From an optimization exercise on the open Yosys and OpenROAD flow, aimed at small area, a short achievable clock period and few clock cycles per item; shortcuts taken in it are not production practice.
Function was checked by simulation only, so behaviour that the tests miss may differ from the original.
Power is estimated from default activity; no workload was simulated.

v1:
## carry_select_adder
module carry_select_adder #(
    parameter int WIDTH = 64
) (
    input  logic             clk,
    input  logic             arst_n,
    input  logic             in_valid,
    input  logic             cin,
    input  logic [WIDTH-1:0] a,
    input  logic [WIDTH-1:0] b,
    output logic             out_valid,
    output logic             cout,
    output logic [WIDTH-1:0] sum
);
Size in the first run: about 200 I/O pins, about 4400 um^2 of cells after synthesis.
==> flow/config.mk <==
export PLATFORM = sky130hd
export DESIGN_NAME = carry_select_adder
export DESIGN_NICKNAME = carry_select_adder
export VERILOG_FILES = /design/flow/design.v
export SDC_FILE = /design/flow/constraint.sdc
export NUM_CORES = 4
export LEC_CHECK = 0
export ABC_AREA = 1
export CAP_MARGIN = 20
export CORE_MARGIN = 2
export CORE_UTILIZATION = 40
export SETUP_SLACK_MARGIN = 1.3
export SLEW_MARGIN = 20
==> flow/constraint.sdc <==
create_clock -name core_clock -period 3.5 [get_ports {clk}]
set_input_delay 0.7000 -clock core_clock [delete_from_list [all_inputs] [get_ports {clk}]]
set_output_delay 0.7000 -clock core_clock [all_outputs]
set_load 0.01 [all_outputs]
standard.sh (not shown) runs the stock make flow with config.mk's settings and CLKGATE_MAP_FILE= SYNTH_SCRIPT=/design/flow/synth_recipe.tcl, a recipe that flattens the netlist after the stock synthesis.
==> flow/flow/run.sh <==
#!/bin/bash
# Standard layout, but the port buffers are plain buf cells instead of the
# delay buffer buffer_ports picks by itself.
set -euo pipefail
cd "$(dirname "$0")/.."
export BUFFER_PORTS_ARGS="-buffer_cell ${PORT_BUF:-sky130_fd_sc_hd__buf_1}"
export ADDER_MAP_FILE=
bash standard.sh > standard_flow.log 2>&1
v1 finished every step from synthesis to the final layout, and the layout passed the timing, DRC and antenna checks.
Testbench counts of v1, summed over its fixed seeds: cycles 16,000, items 16,000.
> inputs changed (v1 -> v13)
# v1
export LEC_CHECK = 0
export ABC_AREA = 1
export CAP_MARGIN = 20
export CORE_MARGIN = 2
export CORE_UTILIZATION = 40
export SETUP_SLACK_MARGIN = 1.3
export SLEW_MARGIN = 20
create_clock -name core_clock -period 3.5 [get_ports {clk}]
# v13
export LEC_CHECK = 0
export CAP_MARGIN = 20
export CORE_MARGIN = 2
export CORE_UTILIZATION = 40
export SLEW_MARGIN = 20
create_clock -name core_clock -period 3.5 [get_ports {clk}]
diff --git a/flow/flow/run.sh b/flow/flow/run.sh
--- a/flow/flow/run.sh
+++ b/flow/flow/run.sh
@@ -6 +6 @@
-export BUFFER_PORTS_ARGS="-buffer_cell ${PORT_BUF:-sky130_fd_sc_hd__buf_1}"
+export BUFFER_PORTS_ARGS="-buffer_cell ${PORT_BUF:-sky130_fd_sc_hd__buf_2}"
[summary]
- A endpoint of the most critical setup path of sum[45] is what v13 shows, while sum[63] belongs to v1.
- Per the comparison of v13 with v1, wire length of the first global-routing pass grew by 3100 um; switching power grew by 1.6%; sequential share of layout area shrank by 1.3 points.
- Of v13 and v1, the run reporting the lower actual transition at the worst max-transition pin was v1.
- In the reports for v13 and v1, the larger detailed-placement wirelength estimate belongs to v13.
- Total routing usage reported by global routing ends up lower on v1.
- Changes observed in v13 relative to v1: number of clock-tree buffers in the layout fell by 1, design area moved up, first-pass iteration count of the detailed router was more or less identical.
- Run comparison: v1 group with the largest share of power registers; v13 group with the largest share of power combinational logic
- Compared with v1, v13 shows number of vias per cell after detailed routing that has gone up by more than 10%.
- NOTE filler-free cell count of the finished design v1->v13 decreased by more than 10%
The following lists how v39 was set up differently from v13:
# v13
export LEC_CHECK = 0
export CAP_MARGIN = 20
export CORE_MARGIN = 2
export CORE_UTILIZATION = 40
export SLEW_MARGIN = 20
create_clock -name core_clock -period 3.5 [get_ports {clk}]
# v39
export LEC_CHECK = 0
export ABC_AREA = 1
export CAP_MARGIN = 20
export CORE_MARGIN = 2
export CORE_UTILIZATION = 40
export SLEW_MARGIN = 20
create_clock -name core_clock -period 3.5 [get_ports {clk}]
==> comparison <==
- v13 consumes more power than v39.
- v39 vs. v13: non-clock buffer count went down 20%, detailed-placement wirelength estimate went down about 14%, worst hold slack went up 7.1 ps, met3 routed wirelength went up about 14%.
- Run comparison: v39 leading cell type in the layout, fill and taps excluded sky130_fd_sc_hd__nand2_1; v13 leading cell type in the layout, fill and taps excluded sky130_fd_sc_hd__buf_2
- v39 ended up with met4 as its uppermost metal layer occupied by signal nets; v13 ended up with met5.
- Comparing cell area for v39 and v13, the bigger number came from v13.
For v10, these inputs were changed with respect to v39:
# v39
export LEC_CHECK = 0
export ABC_AREA = 1
export CAP_MARGIN = 20
export CORE_MARGIN = 2
export CORE_UTILIZATION = 40
export SLEW_MARGIN = 20
create_clock -name core_clock -period 3.5 [get_ports {clk}]
# v10
export LEC_CHECK = 0
export ABC_AREA = 1
export CAP_MARGIN = 20
export CORE_MARGIN = 2
export CORE_UTILIZATION = 40
export SETUP_SLACK_MARGIN = 1.5
export SLEW_MARGIN = 20
create_clock -name core_clock -period 3.5 [get_ports {clk}]
diff --git a/flow/flow/run.sh b/flow/flow/run.sh
--- a/flow/flow/run.sh
+++ b/flow/flow/run.sh
@@ -6 +6 @@
-export BUFFER_PORTS_ARGS="-buffer_cell ${PORT_BUF:-sky130_fd_sc_hd__buf_2}"
+export BUFFER_PORTS_ARGS="-buffer_cell ${PORT_BUF:-sky130_fd_sc_hd__buf_1}"
Notes after the runs:
v10 reached the end of the flow, and the finished layout is clean on the timing, DRC and antenna checks.
Every stage of the flow completed for v39, and the final layout passed the timing, DRC and antenna checks.
v10 vs. v39: area after detailed placement decreased by 130 um^2 relative to the old numbers; post-route clock period utilization has decreased; count of buffers added by post-CTS timing repair for setup moved up; achievable clock frequency went up 58 MHz; worst-case setup margin in the final layout now larger.
v10: final design area excluding fillers is 18% higher than what v39 reported.
The final wirelength of v10 is higher than that of v39.
v10 vs v39, group drawing the most power: combinational logic vs registers
Overall track demand over capacity in global routing: v10 vs v39 down 0.60 points
The count of plain and timing-repair buffers in the layout in v10 sits 20% above the value recorded for v39.
v39 vs v10, critical path's slowest cell: sky130_fd_sc_hd__nand4_1 vs sky130_fd_sc_hd__nor2_2

==> what the ideal ports hide <==
In the flow no input, the clock included, has a driving cell. The finished layouts below were timed again as built, in two steps. Step 1, drivers: a clkbuf_16 drives clk and a buf_2 each remaining input, both assumed. Step 2 times the ports against the registers' clock, not the clock port: input delays grow and output delays shrink by t, the midpoint of the rising clock arrivals with the driver on. Slacks: ideal / step 1 / step 2; pairs: ideal / step 1.
| run | t (ns) | slack for setup (ns) | worst setup path after step 2 |
|---|---|---|---|
| v1 | 0.377 | 1.360 / 1.371 / 0.995 | input to register |
| v13 | 0.382 | 0.262 / 0.271 / -0.111 | input to register |
| v39 | 0.385 | 1.234 / 1.239 / 0.855 | input to register |
| v10 | 0.385 | 1.499 / 1.499 / 1.114 | input to register |
With both steps, setup timing fails in v13, where it was met with ideal ports. For v10, which loses most, drivers alone change the setup slack by 0.000 ns; drivers and shift together by -0.385 ns.
